This design comes from an exercise in tuning for small area, a short achievable clock period and few clock cycles per item on the open sky130 flow, not from production work.
Function not checked in this run: the RTL went through the layout flow alone.

File: design/flow/config.mk
export PLATFORM = sky130hd
export DESIGN_NAME = oxygen_cell_calibrate_and_mod
export DESIGN_NICKNAME = oxygen_cell_calibrate_and_mod
export VERILOG_FILES = /design/flow/design.v
export SDC_FILE = /design/flow/constraint.sdc
export NUM_CORES = 4
export LEC_CHECK = 0
export CAP_MARGIN = 20
export CORE_MARGIN = 2
export CORE_UTILIZATION = 60
export SETUP_SLACK_MARGIN = 1.5
export SLEW_MARGIN = 20
File: design/flow/constraint.sdc
create_clock -name core_clock -period 6.0 [get_ports {clk}]
set_input_delay 1.2000 -clock core_clock [delete_from_list [all_inputs] [get_ports {clk}]]
set_output_delay 1.2000 -clock core_clock [all_outputs]
set_load 0.01 [all_outputs]
File: design/flow/design.v
`timescale 1ns / 1ps
`default_nettype none
package ocm_pkg;
    localparam int SAMPLE_W    = 16;
    localparam int CFG_W       = 8;
    localparam int CFG_IDX_W   = 2;
    localparam int O2_W        = 10;
    localparam int DEPTH_W     = 15;
    localparam int ACC_W       = 20;
    localparam int REF_W       = ACC_W - 1;
    localparam int PROD_W      = CFG_W + SAMPLE_W - 1;
    localparam logic OP_MEAS = 1'b0;
    localparam logic OP_CAL  = 1'b1;
    typedef enum logic [CFG_IDX_W-1:0] {
        REG_AIR_O2       = 2'd0,
        REG_LIMIT_NORMAL = 2'd1,
        REG_LIMIT_TECH   = 2'd2
    } cfg_reg_t;
    localparam logic [CFG_W-1:0] AIR_O2_RESET       = 8'd209;
    localparam logic [CFG_W-1:0] LIMIT_NORMAL_RESET = 8'd140;
    localparam logic [CFG_W-1:0] LIMIT_TECH_RESET   = 8'd160;
    localparam int O2_MIN       = 10;
    localparam int O2_MAX       = 1000;
    localparam int MOD_SCALE    = 1000;
    localparam int DEPTH_OFFSET = 100;
    localparam int DEPTH_MAX    = 32767;
endpackage
`default_nettype wire
`timescale 1ns / 1ps
`default_nettype none
module ocm_div #(
    parameter int WIDTH = 8,
    parameter int ARCH  = 0
) (
    input  logic [WIDTH-1:0] a,
    input  logic [WIDTH-1:0] b,
    output logic [WIDTH-1:0] diff,
    output logic             ge
);
    localparam int LG = (WIDTH > 1) ? $clog2(WIDTH) : 1;
    logic [WIDTH-1:0] pp, gg;
    logic [WIDTH-1:0] p, g;
    assign pp = a ^ ~b;
    assign gg = a & ~b;
    always_comb
    begin
        p = pp;
        g = gg;
        g[0] = gg[0] | pp[0];
        if (ARCH == 0)
        begin
            for (int i = 1; i <= LG; i = i + 1)
                for (int j = 2**i - 1; j < WIDTH; j = j + 2**i)
                begin
                    g[j] = g[j] | (p[j] & g[j - 2**(i-1)]);
                    p[j] = p[j] & p[j - 2**(i-1)];
                end
            for (int i = LG; i > 0; i = i - 1)
                for (int j = 2**i + 2**(i-1) - 1; j < WIDTH; j = j + 2**i)
                begin
                    g[j] = g[j] | (p[j] & g[j - 2**(i-1)]);
                    p[j] = p[j] & p[j - 2**(i-1)];
                end
        end
        else if (ARCH == 1)
        begin
            for (int j = WIDTH - 1; j >= 1; j = j - 1)
                if (j % 2 == 1)
                begin
                    g[j] = g[j] | (p[j] & g[j - 1]);
                    p[j] = p[j] & p[j - 1];
                end
            for (int i = 1; i < LG; i = i + 1)
                for (int j = WIDTH - 1; j >= 2**i; j = j - 1)
                    if (j % 2 == 1)
                    begin
                        g[j] = g[j] | (p[j] & g[j - 2**i]);
                        p[j] = p[j] & p[j - 2**i];
                    end
            for (int j = WIDTH - 1; j >= 2; j = j - 1)
                if (j % 2 == 0)
                begin
                    g[j] = g[j] | (p[j] & g[j - 1]);
                    p[j] = p[j] & p[j - 1];
                end
        end
        else
        begin
            for (int i = 0; i < LG; i = i + 1)
                for (int j = WIDTH - 1; j >= 2**i; j = j - 1)
                begin
                    g[j] = g[j] | (p[j] & g[j - 2**i]);
                    p[j] = p[j] & p[j - 2**i];
                end
        end
    end
    assign diff = pp ^ {g[WIDTH-2:0], 1'b1};
    assign ge   = g[WIDTH-1];
endmodule
`default_nettype wire
`timescale 1ns / 1ps
`default_nettype none
import ocm_pkg::*;
module oxygen_cell_calibrate_and_mod #(
    parameter int CAL_SAMPLES = 10
) (
    input  logic                                  clk,
    input  logic                                  rst_n,
    input  logic                                  in_valid,
    output logic                                  in_stall,
    input  logic                                  opcode,
    input  logic signed [ocm_pkg::SAMPLE_W-1:0]   sample,
    output logic                                  out_valid,
    input  logic                                  out_stall,
    output logic [ocm_pkg::O2_W-1:0]              o2_tenths,
    output logic [ocm_pkg::DEPTH_W-1:0]           depth_normal_tenths,
    output logic [ocm_pkg::DEPTH_W-1:0]           depth_tech_tenths,
    output logic                                  calibration_done,
    output logic                                  not_calibrated,
    input  logic                                  cfg_valid,
    output logic                                  cfg_ready,
    input  logic [ocm_pkg::CFG_IDX_W-1:0]         cfg_index,
    input  logic [ocm_pkg::CFG_W-1:0]             cfg_data
);
    logic [7:0]  air_reg;
    logic [14:0] ln_reg, lt_reg;
    logic [19:0] acc_reg;
    logic [3:0]  cnt_reg;
    logic [18:0] ref_reg;
    logic [20:0] ref3_reg;
    logic [7:0]  lnr_reg, ltr_reg;
    logic        ref_ok_reg;
    logic        en, accept, cal_stall;
    logic [19:0] cal_sum;
    logic        cal_pos;
    logic v_s1, cal_s1, last_s1;
    logic [15:0] smp_s1;
    logic v_s2;
    logic [0:0] cal_s2;
    logic [0:0] nc_s2;
    logic [0:0] x_s2;
    logic [18:0] pl_s2;
    logic [18:0] ph_s2;
    logic v_s3;
    logic [0:0] cal_s3;
    logic [0:0] nc_s3;
    logic [0:0] x_s3;
    logic [25:0] p5_s3;
    logic v_s4;
    logic [0:0] cal_s4;
    logic [0:0] nc_s4;
    logic [0:0] x_s4;
    logic [0:0] ovf_s4;
    logic [18:0] rem_s4;
    logic [6:0] nl_s4;
    logic [1:0] q_s4;
    logic v_s5;
    logic [0:0] cal_s5;
    logic [0:0] nc_s5;
    logic [0:0] x_s5;
    logic [0:0] ovf_s5;
    logic [18:0] rem_s5;
    logic [4:0] nl_s5;
    logic [3:0] q_s5;
    logic v_s6;
    logic [0:0] cal_s6;
    logic [0:0] nc_s6;
    logic [0:0] x_s6;
    logic [0:0] ovf_s6;
    logic [18:0] rem_s6;
    logic [2:0] nl_s6;
    logic [5:0] q_s6;
    logic v_s7;
    logic [0:0] cal_s7;
    logic [0:0] nc_s7;
    logic [0:0] x_s7;
    logic [0:0] ovf_s7;
    logic [18:0] rem_s7;
    logic [0:0] nl_s7;
    logic [7:0] q_s7;
    logic v_s8;
    logic [0:0] cal_s8;
    logic [0:0] nc_s8;
    logic [0:0] x_s8;
    logic [0:0] ovf_s8;
    logic [18:0] rem_s8;
    logic [9:0] q_s8;
    logic v_s9;
    logic [0:0] cal_s9;
    logic [0:0] nc_s9;
    logic [0:0] x_s9;
    logic [11:0] o3_s9;
    logic [9:0] o2_s9;
    logic [5:0] rn_s9;
    logic [5:0] rt_s9;
    logic [2:0] qn_s9;
    logic [2:0] qt_s9;
    logic v_s10;
    logic [0:0] cal_s10;
    logic [0:0] nc_s10;
    logic [0:0] x_s10;
    logic [11:0] o3_s10;
    logic [9:0] o2_s10;
    logic [9:0] rn_s10;
    logic [9:0] rt_s10;
    logic [6:0] qn_s10;
    logic [6:0] qt_s10;
    logic v_s11;
    logic [0:0] cal_s11;
    logic [0:0] nc_s11;
    logic [0:0] x_s11;
    logic [11:0] o3_s11;
    logic [9:0] o2_s11;
    logic [9:0] rn_s11;
    logic [9:0] rt_s11;
    logic [10:0] qn_s11;
    logic [10:0] qt_s11;
    logic v_s12;
    logic [0:0] cal_s12;
    logic [0:0] nc_s12;
    logic [0:0] x_s12;
    logic [9:0] o2_s12;
    logic [14:0] qn_s12;
    logic [14:0] qt_s12;
    logic [19:0] sum_1;
    assign sum_1 = acc_reg + {{4{smp_s1[15]}}, smp_s1};
    logic [0:0] pos_2;
    assign pos_2 = !sum_1[19] && (sum_1 != 20'd0);
    logic [0:0] nc_3;
    assign nc_3 = (cal_s1 && last_s1) ? !pos_2 : !ref_ok_reg;
    logic [0:0] x_4;
    assign x_4 = cal_s1 ? last_s1 : (smp_s1[15] || (smp_s1 == 16'd0));
    assign cal_sum = sum_1;
    assign cal_pos = pos_2;
    logic [14:0] s15_5;
    assign s15_5 = smp_s1[14:0];
    logic [18:0] pl_6;
    assign pl_6 = 19'(s15_5) * 19'(air_reg[3:0]);
    logic [18:0] ph_7;
    assign ph_7 = 19'(s15_5) * 19'(air_reg[7:4]);
    logic [25:0] p5_8;
    assign p5_8 = 26'(pl_s2) + 26'({pl_s2, 2'd0}) + 26'({ph_s2, 4'd0}) + 26'({ph_s2, 6'd0});
    logic [0:0] ovf_9;
    assign ovf_9 = ({2'b00, p5_s3[25:9]} >= ref_reg);
    logic [16:0] rem_10;
    assign rem_10 = p5_s3[25:9];
    logic [8:0] nl_11;
    assign nl_11 = p5_s3[8:0];
    logic [18:0] tr_12;
    assign tr_12 = {rem_10, nl_11[8], nl_11[7]};
    logic [20:0] df_13;
    logic [0:0] ge_14;
    ocm_div #(.WIDTH(21), .ARCH(0)) u_df_13 (.a(21'(tr_12)), .b(21'(ref_reg)), .diff(df_13), .ge(ge_14));
    logic [20:0] df_15;
    logic [0:0] ge_16;
    ocm_div #(.WIDTH(21), .ARCH(0)) u_df_15 (.a(21'(tr_12)), .b(21'({ref_reg, 1'b0})), .diff(df_15), .ge(ge_16));
    logic [20:0] df_17;
    logic [0:0] ge_18;
    ocm_div #(.WIDTH(21), .ARCH(0)) u_df_17 (.a(21'(tr_12)), .b(21'(ref3_reg)), .diff(df_17), .ge(ge_18));
    logic [18:0] rem_19;
    assign rem_19 = ge_18 ? df_17[18:0] : ge_16 ? df_15[18:0] : ge_14 ? df_13[18:0] : tr_12[18:0];
    logic [1:0] q_20;
    assign q_20 = {ge_16, (ge_18 || (ge_14 && !ge_16))};
    logic [6:0] nl_21;
    assign nl_21 = nl_11[6:0];
    logic [20:0] tr_22;
    assign tr_22 = {rem_s4, nl_s4[6], nl_s4[5]};
    logic [20:0] df_23;
    logic [0:0] ge_24;
    ocm_div #(.WIDTH(21), .ARCH(0)) u_df_23 (.a(21'(tr_22)), .b(21'(ref_reg)), .diff(df_23), .ge(ge_24));
    logic [20:0] df_25;
    logic [0:0] ge_26;
    ocm_div #(.WIDTH(21), .ARCH(0)) u_df_25 (.a(21'(tr_22)), .b(21'({ref_reg, 1'b0})), .diff(df_25), .ge(ge_26));
    logic [20:0] df_27;
    logic [0:0] ge_28;
    ocm_div #(.WIDTH(21), .ARCH(0)) u_df_27 (.a(21'(tr_22)), .b(21'(ref3_reg)), .diff(df_27), .ge(ge_28));
    logic [18:0] rem_29;
    assign rem_29 = ge_28 ? df_27[18:0] : ge_26 ? df_25[18:0] : ge_24 ? df_23[18:0] : tr_22[18:0];
    logic [3:0] q_30;
    assign q_30 = {q_s4, ge_26, (ge_28 || (ge_24 && !ge_26))};
    logic [4:0] nl_31;
    assign nl_31 = nl_s4[4:0];
    logic [20:0] tr_32;
    assign tr_32 = {rem_s5, nl_s5[4], nl_s5[3]};
    logic [20:0] df_33;
    logic [0:0] ge_34;
    ocm_div #(.WIDTH(21), .ARCH(0)) u_df_33 (.a(21'(tr_32)), .b(21'(ref_reg)), .diff(df_33), .ge(ge_34));
    logic [20:0] df_35;
    logic [0:0] ge_36;
    ocm_div #(.WIDTH(21), .ARCH(0)) u_df_35 (.a(21'(tr_32)), .b(21'({ref_reg, 1'b0})), .diff(df_35), .ge(ge_36));
    logic [20:0] df_37;
    logic [0:0] ge_38;
    ocm_div #(.WIDTH(21), .ARCH(0)) u_df_37 (.a(21'(tr_32)), .b(21'(ref3_reg)), .diff(df_37), .ge(ge_38));
    logic [18:0] rem_39;
    assign rem_39 = ge_38 ? df_37[18:0] : ge_36 ? df_35[18:0] : ge_34 ? df_33[18:0] : tr_32[18:0];
    logic [5:0] q_40;
    assign q_40 = {q_s5, ge_36, (ge_38 || (ge_34 && !ge_36))};
    logic [2:0] nl_41;
    assign nl_41 = nl_s5[2:0];
    logic [20:0] tr_42;
    assign tr_42 = {rem_s6, nl_s6[2], nl_s6[1]};
    logic [20:0] df_43;
    logic [0:0] ge_44;
    ocm_div #(.WIDTH(21), .ARCH(0)) u_df_43 (.a(21'(tr_42)), .b(21'(ref_reg)), .diff(df_43), .ge(ge_44));
    logic [20:0] df_45;
    logic [0:0] ge_46;
    ocm_div #(.WIDTH(21), .ARCH(0)) u_df_45 (.a(21'(tr_42)), .b(21'({ref_reg, 1'b0})), .diff(df_45), .ge(ge_46));
    logic [20:0] df_47;
    logic [0:0] ge_48;
    ocm_div #(.WIDTH(21), .ARCH(0)) u_df_47 (.a(21'(tr_42)), .b(21'(ref3_reg)), .diff(df_47), .ge(ge_48));
    logic [18:0] rem_49;
    assign rem_49 = ge_48 ? df_47[18:0] : ge_46 ? df_45[18:0] : ge_44 ? df_43[18:0] : tr_42[18:0];
    logic [7:0] q_50;
    assign q_50 = {q_s6, ge_46, (ge_48 || (ge_44 && !ge_46))};
    logic [0:0] nl_51;
    assign nl_51 = nl_s6[0:0];
    logic [20:0] tr_52;
    assign tr_52 = {rem_s7, nl_s7[0], 1'b0};
    logic [20:0] df_53;
    logic [0:0] ge_54;
    ocm_div #(.WIDTH(21), .ARCH(0)) u_df_53 (.a(21'(tr_52)), .b(21'(ref_reg)), .diff(df_53), .ge(ge_54));
    logic [20:0] df_55;
    logic [0:0] ge_56;
    ocm_div #(.WIDTH(21), .ARCH(0)) u_df_55 (.a(21'(tr_52)), .b(21'({ref_reg, 1'b0})), .diff(df_55), .ge(ge_56));
    logic [20:0] df_57;
    logic [0:0] ge_58;
    ocm_div #(.WIDTH(21), .ARCH(0)) u_df_57 (.a(21'(tr_52)), .b(21'(ref3_reg)), .diff(df_57), .ge(ge_58));
    logic [18:0] rem_59;
    assign rem_59 = ge_58 ? df_57[18:0] : ge_56 ? df_55[18:0] : ge_54 ? df_53[18:0] : tr_52[18:0];
    logic [9:0] q_60;
    assign q_60 = {q_s7, ge_56, (ge_58 || (ge_54 && !ge_56))};
    logic [9:0] o2_61;
    assign o2_61 = cal_s8 ? 10'd0 : nc_s8 ? 10'd1000 : x_s8 ? 10'd10 : ovf_s8 ? 10'd1000 : (q_s8 > 10'd1000) ? 10'd1000 : (q_s8 < 10'd10) ? 10'd10 : q_s8;
    logic [11:0] q3_62;
    assign q3_62 = 12'(q_s8) + {1'b0, q_s8, 1'b0};
    logic [11:0] o3_63;
    assign o3_63 = cal_s8 ? 12'd0 : nc_s8 ? 12'd3000 : x_s8 ? 12'd30 : ovf_s8 ? 12'd3000 : (q_s8 > 10'd1000) ? 12'd3000 : (q_s8 < 10'd10) ? 12'd30 : q3_62;
    logic [2:0] rn_64;
    assign rn_64 = ln_reg[14:12];
    logic [2:0] rt_65;
    assign rt_65 = lt_reg[14:12];
    logic [3:0] trn_66;
    assign trn_66 = {rn_64, ln_reg[11]};
    logic [9:0] df_67;
    logic [0:0] ge_68;
    ocm_div #(.WIDTH(10), .ARCH(1)) u_df_67 (.a(10'(trn_66)), .b(10'(o2_61)), .diff(df_67), .ge(ge_68));
    logic [3:0] remn_69;
    assign remn_69 = ge_68 ? df_67[3:0] : trn_66[3:0];
    logic [0:0] qn_70;
    assign qn_70 = ge_68;
    logic [3:0] trt_71;
    assign trt_71 = {rt_65, lt_reg[11]};
    logic [9:0] df_72;
    logic [0:0] ge_73;
    ocm_div #(.WIDTH(10), .ARCH(1)) u_df_72 (.a(10'(trt_71)), .b(10'(o2_61)), .diff(df_72), .ge(ge_73));
    logic [3:0] remt_74;
    assign remt_74 = ge_73 ? df_72[3:0] : trt_71[3:0];
    logic [0:0] qt_75;
    assign qt_75 = ge_73;
    logic [5:0] trn_76;
    assign trn_76 = {remn_69, ln_reg[10], ln_reg[9]};
    logic [11:0] df_77;
    logic [0:0] ge_78;
    ocm_div #(.WIDTH(12), .ARCH(1)) u_df_77 (.a(12'(trn_76)), .b(12'(o2_61)), .diff(df_77), .ge(ge_78));
    logic [11:0] df_79;
    logic [0:0] ge_80;
    ocm_div #(.WIDTH(12), .ARCH(1)) u_df_79 (.a(12'(trn_76)), .b(12'({o2_61, 1'b0})), .diff(df_79), .ge(ge_80));
    logic [11:0] df_81;
    logic [0:0] ge_82;
    ocm_div #(.WIDTH(12), .ARCH(1)) u_df_81 (.a(12'(trn_76)), .b(12'(o3_63)), .diff(df_81), .ge(ge_82));
    logic [5:0] remn_83;
    assign remn_83 = ge_82 ? df_81[5:0] : ge_80 ? df_79[5:0] : ge_78 ? df_77[5:0] : trn_76[5:0];
    logic [2:0] qn_84;
    assign qn_84 = {qn_70, ge_80, (ge_82 || (ge_78 && !ge_80))};
    logic [5:0] trt_85;
    assign trt_85 = {remt_74, lt_reg[10], lt_reg[9]};
    logic [11:0] df_86;
    logic [0:0] ge_87;
    ocm_div #(.WIDTH(12), .ARCH(1)) u_df_86 (.a(12'(trt_85)), .b(12'(o2_61)), .diff(df_86), .ge(ge_87));
    logic [11:0] df_88;
    logic [0:0] ge_89;
    ocm_div #(.WIDTH(12), .ARCH(1)) u_df_88 (.a(12'(trt_85)), .b(12'({o2_61, 1'b0})), .diff(df_88), .ge(ge_89));
    logic [11:0] df_90;
    logic [0:0] ge_91;
    ocm_div #(.WIDTH(12), .ARCH(1)) u_df_90 (.a(12'(trt_85)), .b(12'(o3_63)), .diff(df_90), .ge(ge_91));
    logic [5:0] remt_92;
    assign remt_92 = ge_91 ? df_90[5:0] : ge_89 ? df_88[5:0] : ge_87 ? df_86[5:0] : trt_85[5:0];
    logic [2:0] qt_93;
    assign qt_93 = {qt_75, ge_89, (ge_91 || (ge_87 && !ge_89))};
    logic [7:0] trn_94;
    assign trn_94 = {rn_s9, ln_reg[8], ln_reg[7]};
    logic [11:0] df_95;
    logic [0:0] ge_96;
    ocm_div #(.WIDTH(12), .ARCH(1)) u_df_95 (.a(12'(trn_94)), .b(12'(o2_s9)), .diff(df_95), .ge(ge_96));
    logic [11:0] df_97;
    logic [0:0] ge_98;
    ocm_div #(.WIDTH(12), .ARCH(1)) u_df_97 (.a(12'(trn_94)), .b(12'({o2_s9, 1'b0})), .diff(df_97), .ge(ge_98));
    logic [11:0] df_99;
    logic [0:0] ge_100;
    ocm_div #(.WIDTH(12), .ARCH(1)) u_df_99 (.a(12'(trn_94)), .b(12'(o3_s9)), .diff(df_99), .ge(ge_100));
    logic [7:0] remn_101;
    assign remn_101 = ge_100 ? df_99[7:0] : ge_98 ? df_97[7:0] : ge_96 ? df_95[7:0] : trn_94[7:0];
    logic [4:0] qn_102;
    assign qn_102 = {qn_s9, ge_98, (ge_100 || (ge_96 && !ge_98))};
    logic [7:0] trt_103;
    assign trt_103 = {rt_s9, lt_reg[8], lt_reg[7]};
    logic [11:0] df_104;
    logic [0:0] ge_105;
    ocm_div #(.WIDTH(12), .ARCH(1)) u_df_104 (.a(12'(trt_103)), .b(12'(o2_s9)), .diff(df_104), .ge(ge_105));
    logic [11:0] df_106;
    logic [0:0] ge_107;
    ocm_div #(.WIDTH(12), .ARCH(1)) u_df_106 (.a(12'(trt_103)), .b(12'({o2_s9, 1'b0})), .diff(df_106), .ge(ge_107));
    logic [11:0] df_108;
    logic [0:0] ge_109;
    ocm_div #(.WIDTH(12), .ARCH(1)) u_df_108 (.a(12'(trt_103)), .b(12'(o3_s9)), .diff(df_108), .ge(ge_109));
    logic [7:0] remt_110;
    assign remt_110 = ge_109 ? df_108[7:0] : ge_107 ? df_106[7:0] : ge_105 ? df_104[7:0] : trt_103[7:0];
    logic [4:0] qt_111;
    assign qt_111 = {qt_s9, ge_107, (ge_109 || (ge_105 && !ge_107))};
    logic [9:0] trn_112;
    assign trn_112 = {remn_101, ln_reg[6], ln_reg[5]};
    logic [11:0] df_113;
    logic [0:0] ge_114;
    ocm_div #(.WIDTH(12), .ARCH(1)) u_df_113 (.a(12'(trn_112)), .b(12'(o2_s9)), .diff(df_113), .ge(ge_114));
    logic [11:0] df_115;
    logic [0:0] ge_116;
    ocm_div #(.WIDTH(12), .ARCH(1)) u_df_115 (.a(12'(trn_112)), .b(12'({o2_s9, 1'b0})), .diff(df_115), .ge(ge_116));
    logic [11:0] df_117;
    logic [0:0] ge_118;
    ocm_div #(.WIDTH(12), .ARCH(1)) u_df_117 (.a(12'(trn_112)), .b(12'(o3_s9)), .diff(df_117), .ge(ge_118));
    logic [9:0] remn_119;
    assign remn_119 = ge_118 ? df_117[9:0] : ge_116 ? df_115[9:0] : ge_114 ? df_113[9:0] : trn_112[9:0];
    logic [6:0] qn_120;
    assign qn_120 = {qn_102, ge_116, (ge_118 || (ge_114 && !ge_116))};
    logic [9:0] trt_121;
    assign trt_121 = {remt_110, lt_reg[6], lt_reg[5]};
    logic [11:0] df_122;
    logic [0:0] ge_123;
    ocm_div #(.WIDTH(12), .ARCH(1)) u_df_122 (.a(12'(trt_121)), .b(12'(o2_s9)), .diff(df_122), .ge(ge_123));
    logic [11:0] df_124;
    logic [0:0] ge_125;
    ocm_div #(.WIDTH(12), .ARCH(1)) u_df_124 (.a(12'(trt_121)), .b(12'({o2_s9, 1'b0})), .diff(df_124), .ge(ge_125));
    logic [11:0] df_126;
    logic [0:0] ge_127;
    ocm_div #(.WIDTH(12), .ARCH(1)) u_df_126 (.a(12'(trt_121)), .b(12'(o3_s9)), .diff(df_126), .ge(ge_127));
    logic [9:0] remt_128;
    assign remt_128 = ge_127 ? df_126[9:0] : ge_125 ? df_124[9:0] : ge_123 ? df_122[9:0] : trt_121[9:0];
    logic [6:0] qt_129;
    assign qt_129 = {qt_111, ge_125, (ge_127 || (ge_123 && !ge_125))};
    logic [11:0] trn_130;
    assign trn_130 = {rn_s10, ln_reg[4], ln_reg[3]};
    logic [11:0] df_131;
    logic [0:0] ge_132;
    ocm_div #(.WIDTH(12), .ARCH(1)) u_df_131 (.a(12'(trn_130)), .b(12'(o2_s10)), .diff(df_131), .ge(ge_132));
    logic [11:0] df_133;
    logic [0:0] ge_134;
    ocm_div #(.WIDTH(12), .ARCH(1)) u_df_133 (.a(12'(trn_130)), .b(12'({o2_s10, 1'b0})), .diff(df_133), .ge(ge_134));
    logic [11:0] df_135;
    logic [0:0] ge_136;
    ocm_div #(.WIDTH(12), .ARCH(1)) u_df_135 (.a(12'(trn_130)), .b(12'(o3_s10)), .diff(df_135), .ge(ge_136));
    logic [9:0] remn_137;
    assign remn_137 = ge_136 ? df_135[9:0] : ge_134 ? df_133[9:0] : ge_132 ? df_131[9:0] : trn_130[9:0];
    logic [8:0] qn_138;
    assign qn_138 = {qn_s10, ge_134, (ge_136 || (ge_132 && !ge_134))};
    logic [11:0] trt_139;
    assign trt_139 = {rt_s10, lt_reg[4], lt_reg[3]};
    logic [11:0] df_140;
    logic [0:0] ge_141;
    ocm_div #(.WIDTH(12), .ARCH(1)) u_df_140 (.a(12'(trt_139)), .b(12'(o2_s10)), .diff(df_140), .ge(ge_141));
    logic [11:0] df_142;
    logic [0:0] ge_143;
    ocm_div #(.WIDTH(12), .ARCH(1)) u_df_142 (.a(12'(trt_139)), .b(12'({o2_s10, 1'b0})), .diff(df_142), .ge(ge_143));
    logic [11:0] df_144;
    logic [0:0] ge_145;
    ocm_div #(.WIDTH(12), .ARCH(1)) u_df_144 (.a(12'(trt_139)), .b(12'(o3_s10)), .diff(df_144), .ge(ge_145));
    logic [9:0] remt_146;
    assign remt_146 = ge_145 ? df_144[9:0] : ge_143 ? df_142[9:0] : ge_141 ? df_140[9:0] : trt_139[9:0];
    logic [8:0] qt_147;
    assign qt_147 = {qt_s10, ge_143, (ge_145 || (ge_141 && !ge_143))};
    logic [11:0] trn_148;
    assign trn_148 = {remn_137, ln_reg[2], ln_reg[1]};
    logic [11:0] df_149;
    logic [0:0] ge_150;
    ocm_div #(.WIDTH(12), .ARCH(1)) u_df_149 (.a(12'(trn_148)), .b(12'(o2_s10)), .diff(df_149), .ge(ge_150));
    logic [11:0] df_151;
    logic [0:0] ge_152;
    ocm_div #(.WIDTH(12), .ARCH(1)) u_df_151 (.a(12'(trn_148)), .b(12'({o2_s10, 1'b0})), .diff(df_151), .ge(ge_152));
    logic [11:0] df_153;
    logic [0:0] ge_154;
    ocm_div #(.WIDTH(12), .ARCH(1)) u_df_153 (.a(12'(trn_148)), .b(12'(o3_s10)), .diff(df_153), .ge(ge_154));
    logic [9:0] remn_155;
    assign remn_155 = ge_154 ? df_153[9:0] : ge_152 ? df_151[9:0] : ge_150 ? df_149[9:0] : trn_148[9:0];
    logic [10:0] qn_156;
    assign qn_156 = {qn_138, ge_152, (ge_154 || (ge_150 && !ge_152))};
    logic [11:0] trt_157;
    assign trt_157 = {remt_146, lt_reg[2], lt_reg[1]};
    logic [11:0] df_158;
    logic [0:0] ge_159;
    ocm_div #(.WIDTH(12), .ARCH(1)) u_df_158 (.a(12'(trt_157)), .b(12'(o2_s10)), .diff(df_158), .ge(ge_159));
    logic [11:0] df_160;
    logic [0:0] ge_161;
    ocm_div #(.WIDTH(12), .ARCH(1)) u_df_160 (.a(12'(trt_157)), .b(12'({o2_s10, 1'b0})), .diff(df_160), .ge(ge_161));
    logic [11:0] df_162;
    logic [0:0] ge_163;
    ocm_div #(.WIDTH(12), .ARCH(1)) u_df_162 (.a(12'(trt_157)), .b(12'(o3_s10)), .diff(df_162), .ge(ge_163));
    logic [9:0] remt_164;
    assign remt_164 = ge_163 ? df_162[9:0] : ge_161 ? df_160[9:0] : ge_159 ? df_158[9:0] : trt_157[9:0];
    logic [10:0] qt_165;
    assign qt_165 = {qt_147, ge_161, (ge_163 || (ge_159 && !ge_161))};
    logic [11:0] trn_166;
    assign trn_166 = {rn_s11, ln_reg[0], 1'b0};
    logic [11:0] df_167;
    logic [0:0] ge_168;
    ocm_div #(.WIDTH(12), .ARCH(1)) u_df_167 (.a(12'(trn_166)), .b(12'(o2_s11)), .diff(df_167), .ge(ge_168));
    logic [11:0] df_169;
    logic [0:0] ge_170;
    ocm_div #(.WIDTH(12), .ARCH(1)) u_df_169 (.a(12'(trn_166)), .b(12'({o2_s11, 1'b0})), .diff(df_169), .ge(ge_170));
    logic [11:0] df_171;
    logic [0:0] ge_172;
    ocm_div #(.WIDTH(12), .ARCH(1)) u_df_171 (.a(12'(trn_166)), .b(12'(o3_s11)), .diff(df_171), .ge(ge_172));
    logic [9:0] remn_173;
    assign remn_173 = ge_172 ? df_171[9:0] : ge_170 ? df_169[9:0] : ge_168 ? df_167[9:0] : trn_166[9:0];
    logic [12:0] qn_174;
    assign qn_174 = {qn_s11, ge_170, (ge_172 || (ge_168 && !ge_170))};
    logic [11:0] trt_175;
    assign trt_175 = {rt_s11, lt_reg[0], 1'b0};
    logic [11:0] df_176;
    logic [0:0] ge_177;
    ocm_div #(.WIDTH(12), .ARCH(1)) u_df_176 (.a(12'(trt_175)), .b(12'(o2_s11)), .diff(df_176), .ge(ge_177));
    logic [11:0] df_178;
    logic [0:0] ge_179;
    ocm_div #(.WIDTH(12), .ARCH(1)) u_df_178 (.a(12'(trt_175)), .b(12'({o2_s11, 1'b0})), .diff(df_178), .ge(ge_179));
    logic [11:0] df_180;
    logic [0:0] ge_181;
    ocm_div #(.WIDTH(12), .ARCH(1)) u_df_180 (.a(12'(trt_175)), .b(12'(o3_s11)), .diff(df_180), .ge(ge_181));
    logic [9:0] remt_182;
    assign remt_182 = ge_181 ? df_180[9:0] : ge_179 ? df_178[9:0] : ge_177 ? df_176[9:0] : trt_175[9:0];
    logic [12:0] qt_183;
    assign qt_183 = {qt_s11, ge_179, (ge_181 || (ge_177 && !ge_179))};
    logic [11:0] trn_184;
    assign trn_184 = {remn_173, 1'b0, 1'b0};
    logic [11:0] df_185;
    logic [0:0] ge_186;
    ocm_div #(.WIDTH(12), .ARCH(1)) u_df_185 (.a(12'(trn_184)), .b(12'(o2_s11)), .diff(df_185), .ge(ge_186));
    logic [11:0] df_187;
    logic [0:0] ge_188;
    ocm_div #(.WIDTH(12), .ARCH(1)) u_df_187 (.a(12'(trn_184)), .b(12'({o2_s11, 1'b0})), .diff(df_187), .ge(ge_188));
    logic [11:0] df_189;
    logic [0:0] ge_190;
    ocm_div #(.WIDTH(12), .ARCH(1)) u_df_189 (.a(12'(trn_184)), .b(12'(o3_s11)), .diff(df_189), .ge(ge_190));
    logic [9:0] remn_191;
    assign remn_191 = ge_190 ? df_189[9:0] : ge_188 ? df_187[9:0] : ge_186 ? df_185[9:0] : trn_184[9:0];
    logic [14:0] qn_192;
    assign qn_192 = {qn_174, ge_188, (ge_190 || (ge_186 && !ge_188))};
    logic [11:0] trt_193;
    assign trt_193 = {remt_182, 1'b0, 1'b0};
    logic [11:0] df_194;
    logic [0:0] ge_195;
    ocm_div #(.WIDTH(12), .ARCH(1)) u_df_194 (.a(12'(trt_193)), .b(12'(o2_s11)), .diff(df_194), .ge(ge_195));
    logic [11:0] df_196;
    logic [0:0] ge_197;
    ocm_div #(.WIDTH(12), .ARCH(1)) u_df_196 (.a(12'(trt_193)), .b(12'({o2_s11, 1'b0})), .diff(df_196), .ge(ge_197));
    logic [11:0] df_198;
    logic [0:0] ge_199;
    ocm_div #(.WIDTH(12), .ARCH(1)) u_df_198 (.a(12'(trt_193)), .b(12'(o3_s11)), .diff(df_198), .ge(ge_199));
    logic [9:0] remt_200;
    assign remt_200 = ge_199 ? df_198[9:0] : ge_197 ? df_196[9:0] : ge_195 ? df_194[9:0] : trt_193[9:0];
    logic [14:0] qt_201;
    assign qt_201 = {qt_183, ge_197, (ge_199 || (ge_195 && !ge_197))};
    logic [14:0] depn_202;
    assign depn_202 = (cal_s12 || (qn_s12 < 15'd100)) ? 15'd0 : (qn_s12 - 15'd100);
    logic [14:0] dept_203;
    assign dept_203 = (cal_s12 || (qt_s12 < 15'd100)) ? 15'd0 : (qt_s12 - 15'd100);
    logic [0:0] done_204;
    assign done_204 = cal_s12 && x_s12;
    assign en        = !(v_s12 && out_stall);
    assign cal_stall = (cnt_reg == 4'd9) && ((v_s1 && !cal_s1) || (v_s2 && !cal_s2) || (v_s3 && !cal_s3) || (v_s4 && !cal_s4) || (v_s5 && !cal_s5) || (v_s6 && !cal_s6) || (v_s7 && !cal_s7));
    assign in_stall  = !en || cal_stall;
    assign accept    = in_valid && !in_stall;
    always_ff @(posedge clk or negedge rst_n)
    begin
        if (!rst_n)
        begin
            air_reg    <= 8'd209;
            ln_reg     <= 15'd17500;
            lt_reg     <= 15'd20000;
            acc_reg    <= '0;
            cnt_reg    <= '0;
            ref_reg    <= '0;
            ref_ok_reg <= 1'b0;
            v_s1       <= 1'b0;
            v_s2 <= 1'b0;
            v_s3 <= 1'b0;
            v_s4 <= 1'b0;
            v_s5 <= 1'b0;
            v_s6 <= 1'b0;
            v_s7 <= 1'b0;
            v_s8 <= 1'b0;
            v_s9 <= 1'b0;
            v_s10 <= 1'b0;
            v_s11 <= 1'b0;
            v_s12 <= 1'b0;
        end
        else
        begin
            if (cfg_valid)
            begin
                case (cfg_index)
                    2'd0: air_reg  <= cfg_data;
                    2'd1: ln_reg   <= {cfg_data, 7'd0} - 15'(cfg_data) - {6'd0, cfg_data, 1'b0};
                    2'd2: lt_reg   <= {cfg_data, 7'd0} - 15'(cfg_data) - {6'd0, cfg_data, 1'b0};
                    default: ;
                endcase
            end
            if (accept && opcode)
                cnt_reg <= (cnt_reg == 4'd9) ? 4'd0 : cnt_reg + 4'd1;
            if (en)
            begin
                v_s1 <= accept;
                v_s2 <= v_s1;
                v_s3 <= v_s2;
                v_s4 <= v_s3;
                v_s5 <= v_s4;
                v_s6 <= v_s5;
                v_s7 <= v_s6;
                v_s8 <= v_s7;
                v_s9 <= v_s8;
                v_s10 <= v_s9;
                v_s11 <= v_s10;
                v_s12 <= v_s11;
                if (v_s1 && cal_s1)
                begin
                    if (last_s1)
                    begin
                        ref_reg    <= cal_sum[18:0];
                        ref_ok_reg <= cal_pos;
                        acc_reg    <= '0;
                    end
                    else
                        acc_reg <= cal_sum;
                end
            end
        end
    end
    always_ff @(posedge clk)
    begin
        ref3_reg <= 21'(ref_reg) + {1'b0, ref_reg, 1'b0};
        if (en)
        begin
            cal_s1  <= opcode;
            last_s1 <= (cnt_reg == 4'd9);
            smp_s1  <= sample;
            cal_s2 <= cal_s1;
            nc_s2 <= nc_3;
            x_s2 <= x_4;
            pl_s2 <= pl_6;
            ph_s2 <= ph_7;
            cal_s3 <= cal_s2;
            nc_s3 <= nc_s2;
            x_s3 <= x_s2;
            p5_s3 <= p5_8;
            cal_s4 <= cal_s3;
            nc_s4 <= nc_s3;
            x_s4 <= x_s3;
            ovf_s4 <= ovf_9;
            rem_s4 <= rem_19;
            nl_s4 <= nl_21;
            q_s4 <= q_20;
            cal_s5 <= cal_s4;
            nc_s5 <= nc_s4;
            x_s5 <= x_s4;
            ovf_s5 <= ovf_s4;
            rem_s5 <= rem_29;
            nl_s5 <= nl_31;
            q_s5 <= q_30;
            cal_s6 <= cal_s5;
            nc_s6 <= nc_s5;
            x_s6 <= x_s5;
            ovf_s6 <= ovf_s5;
            rem_s6 <= rem_39;
            nl_s6 <= nl_41;
            q_s6 <= q_40;
            cal_s7 <= cal_s6;
            nc_s7 <= nc_s6;
            x_s7 <= x_s6;
            ovf_s7 <= ovf_s6;
            rem_s7 <= rem_49;
            nl_s7 <= nl_51;
            q_s7 <= q_50;
            cal_s8 <= cal_s7;
            nc_s8 <= nc_s7;
            x_s8 <= x_s7;
            ovf_s8 <= ovf_s7;
            rem_s8 <= rem_59;
            q_s8 <= q_60;
            cal_s9 <= cal_s8;
            nc_s9 <= nc_s8;
            x_s9 <= x_s8;
            o3_s9 <= o3_63;
            o2_s9 <= o2_61;
            rn_s9 <= remn_83;
            rt_s9 <= remt_92;
            qn_s9 <= qn_84;
            qt_s9 <= qt_93;
            cal_s10 <= cal_s9;
            nc_s10 <= nc_s9;
            x_s10 <= x_s9;
            o3_s10 <= o3_s9;
            o2_s10 <= o2_s9;
            rn_s10 <= remn_119;
            rt_s10 <= remt_128;
            qn_s10 <= qn_120;
            qt_s10 <= qt_129;
            cal_s11 <= cal_s10;
            nc_s11 <= nc_s10;
            x_s11 <= x_s10;
            o3_s11 <= o3_s10;
            o2_s11 <= o2_s10;
            rn_s11 <= remn_155;
            rt_s11 <= remt_164;
            qn_s11 <= qn_156;
            qt_s11 <= qt_165;
            cal_s12 <= cal_s11;
            nc_s12 <= nc_s11;
            x_s12 <= x_s11;
            o2_s12 <= o2_s11;
            qn_s12 <= qn_192;
            qt_s12 <= qt_201;
        end
    end
    assign cfg_ready           = 1'b1;
    assign out_valid           = v_s12;
    assign o2_tenths           = o2_s12;
    assign depth_normal_tenths = depn_202;
    assign depth_tech_tenths   = dept_203;
    assign calibration_done    = done_204;
    assign not_calibrated      = nc_s12;
endmodule
`default_nettype wire
File: design/flow/run.sh
#!/bin/bash
# synth_recipe.tcl (not shown) runs the flow's synth.tcl, then flattens the netlist and writes it again
# the make line also repeats each setting of config.mk as NAME=value (left out here)
make -C /OpenROAD-flow-scripts/flow DESIGN_CONFIG=/design/flow/config.mk WORK_HOME=/design/flow/orfs CLKGATE_MAP_FILE= SYNTH_SCRIPT=/design/flow/synth_recipe.tcl finish
==> impl.org <==
** Run status
- Outcome :: no timing/DRC/antenna violations

** Final layout
- Final design instance area without fill :: ~64,000 um2
- At the end of the flow the core is filled with cells to between 70 and 80%.
- From synthesis to final layout, the design area changed by 19.14%.
- Number of nets in the layout :: 6,834
- Of the cells placed in the final design, the portion with a size suffix greater than 1 is 18.73%.
- Number of flip-flops under the largest register name :: 26
- Final instance count without filler cells :: around 6,900
- 0 antenna diodes ended up in the layout.

** Setup path
- On the critical path, the stage with the largest delay is an instance of edfxtp_1.
- Delay of the slowest critical-path stage :: approximately 0.42 ns
- Counting both buffers and inverters, the worst setup path holds a total of 4.
- Data on the critical path arrives at its endpoint at ~5.5 ns.
- Critical Path RT :: around 6.4 ns
- Worst-case register-to-register setup slack :: roughly 0.87 ns
- STA classifies the critical path startpoint as a flip-flop.
- Cells along the critical path :: clkinvlp_4 > buf_6 > fa_2 > a21o_1 > a21o_1 > a2111oi_4 > nor3_2 > a31oi_4 > buf_6 > mux2_4 > mux2_2 > mux2_4 > ha_4 > a21o_1 > a21o_1 > a31o_4 > a41oi_4 > nand2_4 > buf_6 > nor3_4 > nor3_2
- STA classifies the critical path endpoint as a flip-flop.
- Most used cell, CP :: a21o_1
- WS Path Type :: flip-flop to flip-flop
- Grouping stages by cell kind, the critical path spends the most delay in compound AO/OA/AOI/OAI gates.
- Crit Path Max Fanout :: 5

** Yosys
- After synthesis, flip-flops and latches occupy 29.66% of the total area.
- For this run, the number of Yosys warnings is 4.
- Syn_nets :: 6,335
- After synthesis, the mean cell area works out to ~10 um2.
- After synthesis the cells add up to about 54,000 um2.
- Synth Area in Compound Gates :: approximately 15%
- Simple-gate share of the synthesized area :: approximately a tenth
- After synthesis, the largest family of logic cells by area is adder cells.
- In the synthesized netlist the async set-or-reset flop fraction comes to between 10% and 20%.
- In the synthesized netlist, mux cells make up around 4.5% of the area.
- Post-synth top flop :: edfxtp_1
- Instance count of the mapped netlist :: 5,152
- The synthesized netlist devotes a little under a third of its cell area to adder and majority cells.
- Unique masters post-synth :: between 90 and 100
- Yosys mapped a number of flops with a built-in enable equal to 439.
- After synthesis the netlist holds a flip-flop and latch count of between 500 and 600.
- Share of the synthesized netlist area taken by xor and xnor gates :: 5.542%

** Min path
- The path class of the tightest hold or removal check is flip-flop to flip-flop.

** GRT
- Wire length of the first global-routing pass :: 224.9 mm
- Met1 demand-to-capacity share in global routing :: ~40%
- Grt met2 use :: a little over half
- Entering global routing, the biggest net connects 147 pins.
- After global routing, the most crowded layer is met2.
- Global-route total usage across every layer :: a little under a third
- Antenna violations before repair :: 1
- Total global routing overflow :: 0
- The number of global-route vias before repair was about 40,000.
- For this run, global-route usage on met3 was measured as around 3.7%.

** Route
- Routed vias :: slightly above 40,000
- The first TritonRoute pass finished after 6 iterations.
- For this block, the initial DRC count from the detailed router was 2,629.
- Summed over all layers, the routed wires come to 148.3 mm.
- Final routed DRC violation total :: 0
- Residual antenna-violating net count after detailed routing :: 0
- WL per Instance :: roughly 22 um
- After detailed routing, the number of vias per cell comes to 6.021.

** Place
- Summing all placed instances gives a cell area of 57,180 um2.
- At the placement stage, the worst setup path has a slack of 0.3892 ns.
- Buffers placed on the I/O ports in this run total 75.
- Final weighted congestion of routability-driven global placement :: 0.9184
- Count of placed standard cells including taps :: ~6,400
- Once detailed placement completed, the half-perimeter wirelength came to between 100 and 150 mm.

** Timing
- Across all hold checks on the routed design, the worst slack comes to 0.4166 ns.
- At the pin with the least slew margin, the transition time is between 1 and 1.5 ns.
- Post-layout worst setup margin :: around 0.87 ns
- In this run the tightest slew margin relative to its limit is 25.05%.
- Fin. Hold Viols :: 0
- Final period util :: between 80% and 90%
- Post-layout min period :: between 5 and 6 ns
- The final count of pins violating max slew was 0.
- For the final database, setup skew stands at 0.01924 ns.
- Derived from the worst setup path, the maximum achievable clock frequency is 194.9 MHz.
- Setup violations remaining at the end of the flow were counted as 0.
- Accumulated negative setup slack :: 0 ns
- Setup repair after global routing could not meet its margin everywhere.

** Floorplanning
- The floorplan step defined a die boundary enclosing 92,160 um2.
- Initial core utilization :: about three fifths
- In this run the vertical extent of the chip is 303.6 um.
- Rows :: ~110
- For this design the top-level I/O count stands at slightly below 80.
- X dimension of the die :: a little over 300 um
- CORE AREA :: 88,650 um2

** CTS
- CTS saw 554 sinks.
- TritonCTS clock tree :: yes
- Number of buffers inserted during clock tree synthesis :: 69
- The H-tree was split into 3 levels.
- Latest clock arrival within the worst-skew pair :: around 0.65 ns
- CTS Buffer Depth :: 3
- Cts hold-fix bufs :: 0
- After clock tree synthesis, the clock-pin slew on the worst setup and hold paths is around 0.060 ns.
- Master cell of the clock root buffer :: clkbuf_16

** Run
- The tool flagged a number of max-cap violations equal to 0.
placed cells by master (no fill, tap or decap), drive strengths merged, types with 16 or more instances in the layout:
cell type      synthesis  layout
xor2                 137     137
a21boi                16      16
a211oi                64      64
edfxtp               439     439
dfrtp                 79      79
clkinv                 0      18
or3                   21      21
o21bai                30      30
a31oi                 38      38
clkbuf                82      89
nor2b                 60      60
a211o                 18      18
a221oi                18      18
and2                  78      78
o21a                  73      73
o21ai                258     259
inv                  415     411
a21oi                287     287
clkdlybuf4s50          0      74
a31o                  20      20
ha                   806     806
and3                  20      20
nand2                344     344
o211ai                41      41
nand3                 46      46
o221ai                18      18
clkinvlp               0      20
buf                   18     448
mux2i                145     145
nand2b                66      66
fa                   345     345
o22ai                 25      25
nor3                  98      98
nor2                 320     322
nand4                 19      19
a21o                 192     192
xnor2                201     201
dfxtp                 21      21
mux2                  86      86
synthesized netlist by cell type, types with 20 or more instances:
cell type  number  area, um2
a31oi_1        37      231.5
a21o_1        192       1441
xnor2_1       201       1760
nor3_1         97      485.5
nand3_1        46      230.2
ha_1          806      10080
fa_1          345       6907
inv_1         415       1558
or3_1          21      131.4
mux2_2         79      889.6
a21oi_1       287       1436
o21bai_1       30      225.2
o21a_1         73      548.0
nor2_1        319       1197
o21ai_0       249       1246
o22ai_1        24      150.1
xor2_1        137       1200
a211oi_1       62      465.5
nand2_1       344       1291
and2_1         78      488.0
edfxtp_1      439      13180
mux2i_1       145       1451
clkbuf_1       82      307.8
and3_1         20      125.1
dfxtp_1        21      420.4
o211ai_1       41      307.8
nand2b_1       66      412.9
dfrtp_1        79       1977
nor2b_1        60      375.4
final cells by class:
type                       instances  area (um2)
timing repair inverter             1       7.507
inverter                         415        1632
fill                            6432       24490
timing repair buffer             522        4497
multi-input combinational       4088       38290
clock buffer                      89        1873
tap                             1165        1458
clock inverter                    38       415.4
sequential                       554       15990
worst paths after layout:
check | depth (start not counted) | end | from
setup reg to reg | 21 | rn_s10[5] | o2_s9[1]
min in group asynchronous | 1 | v_s12 | rst_n
hold reg to reg | 0 | qt_s12[13] | qt_s11[9]
hold / removal | 0 | qt_s12[13] | qt_s11[9]
setup / recovery | 21 | rn_s10[5] | o2_s9[1]
max in group asynchronous | 2 | air_reg[1] | rst_n
logic make-up (layout without fill, tap and decap cells):
kind of cell | after synthesis | after routing
buf+inv | 515 | 1065
flops | 554 | 554
compound gates | 1228 | 1230
fa+ha+maj | 1151 | 1151
simple gates | 1133 | 1136
xor+xnor | 339 | 339
other cells | 1 | 1
mux | 231 | 231
per-layer routing:
layer	wire length, um	vias up
met1	61380	20190
met3	6597	322
met5	12	-
met4	6306	2
met2	74030	1137
li1	-	19720
timing repair:
action | CTS | global route
gates resized for setup | 240 | 210
hold endpoints to repair | 0 | 0
endpoints found under the setup margin | 80 | 135
gates cloned | 6 | 6
buffers inserted | 203 | 125
pin swaps | 130 | 182

## re-timing with driven ports
In the flow no input, the clock included, has a driving cell. The finished layout below was timed again as built, in two steps. Step 1, drivers: a clkbuf_16 drives clk and a buf_2 each remaining input, both assumed. Step 2 times the ports against the registers' clock, not the clock port: input delays grow and output delays shrink by t, the midpoint of the rising clock arrivals with the driver on. Three values: no drivers, after step 1, after step 2; two values: the first two.
t, ns: 0.710
slack for setup (ns): 0.869 / 0.869 / 0.869
hold slack, ns: 0.417 / 0.417 / 0.417
latest minus earliest clock arrival (ns): 0.019 / 0.019
After both steps setup and hold are still met in this run. For this run, drivers alone change the setup slack by 0.000 ns; drivers and shift together by 0.000 ns.
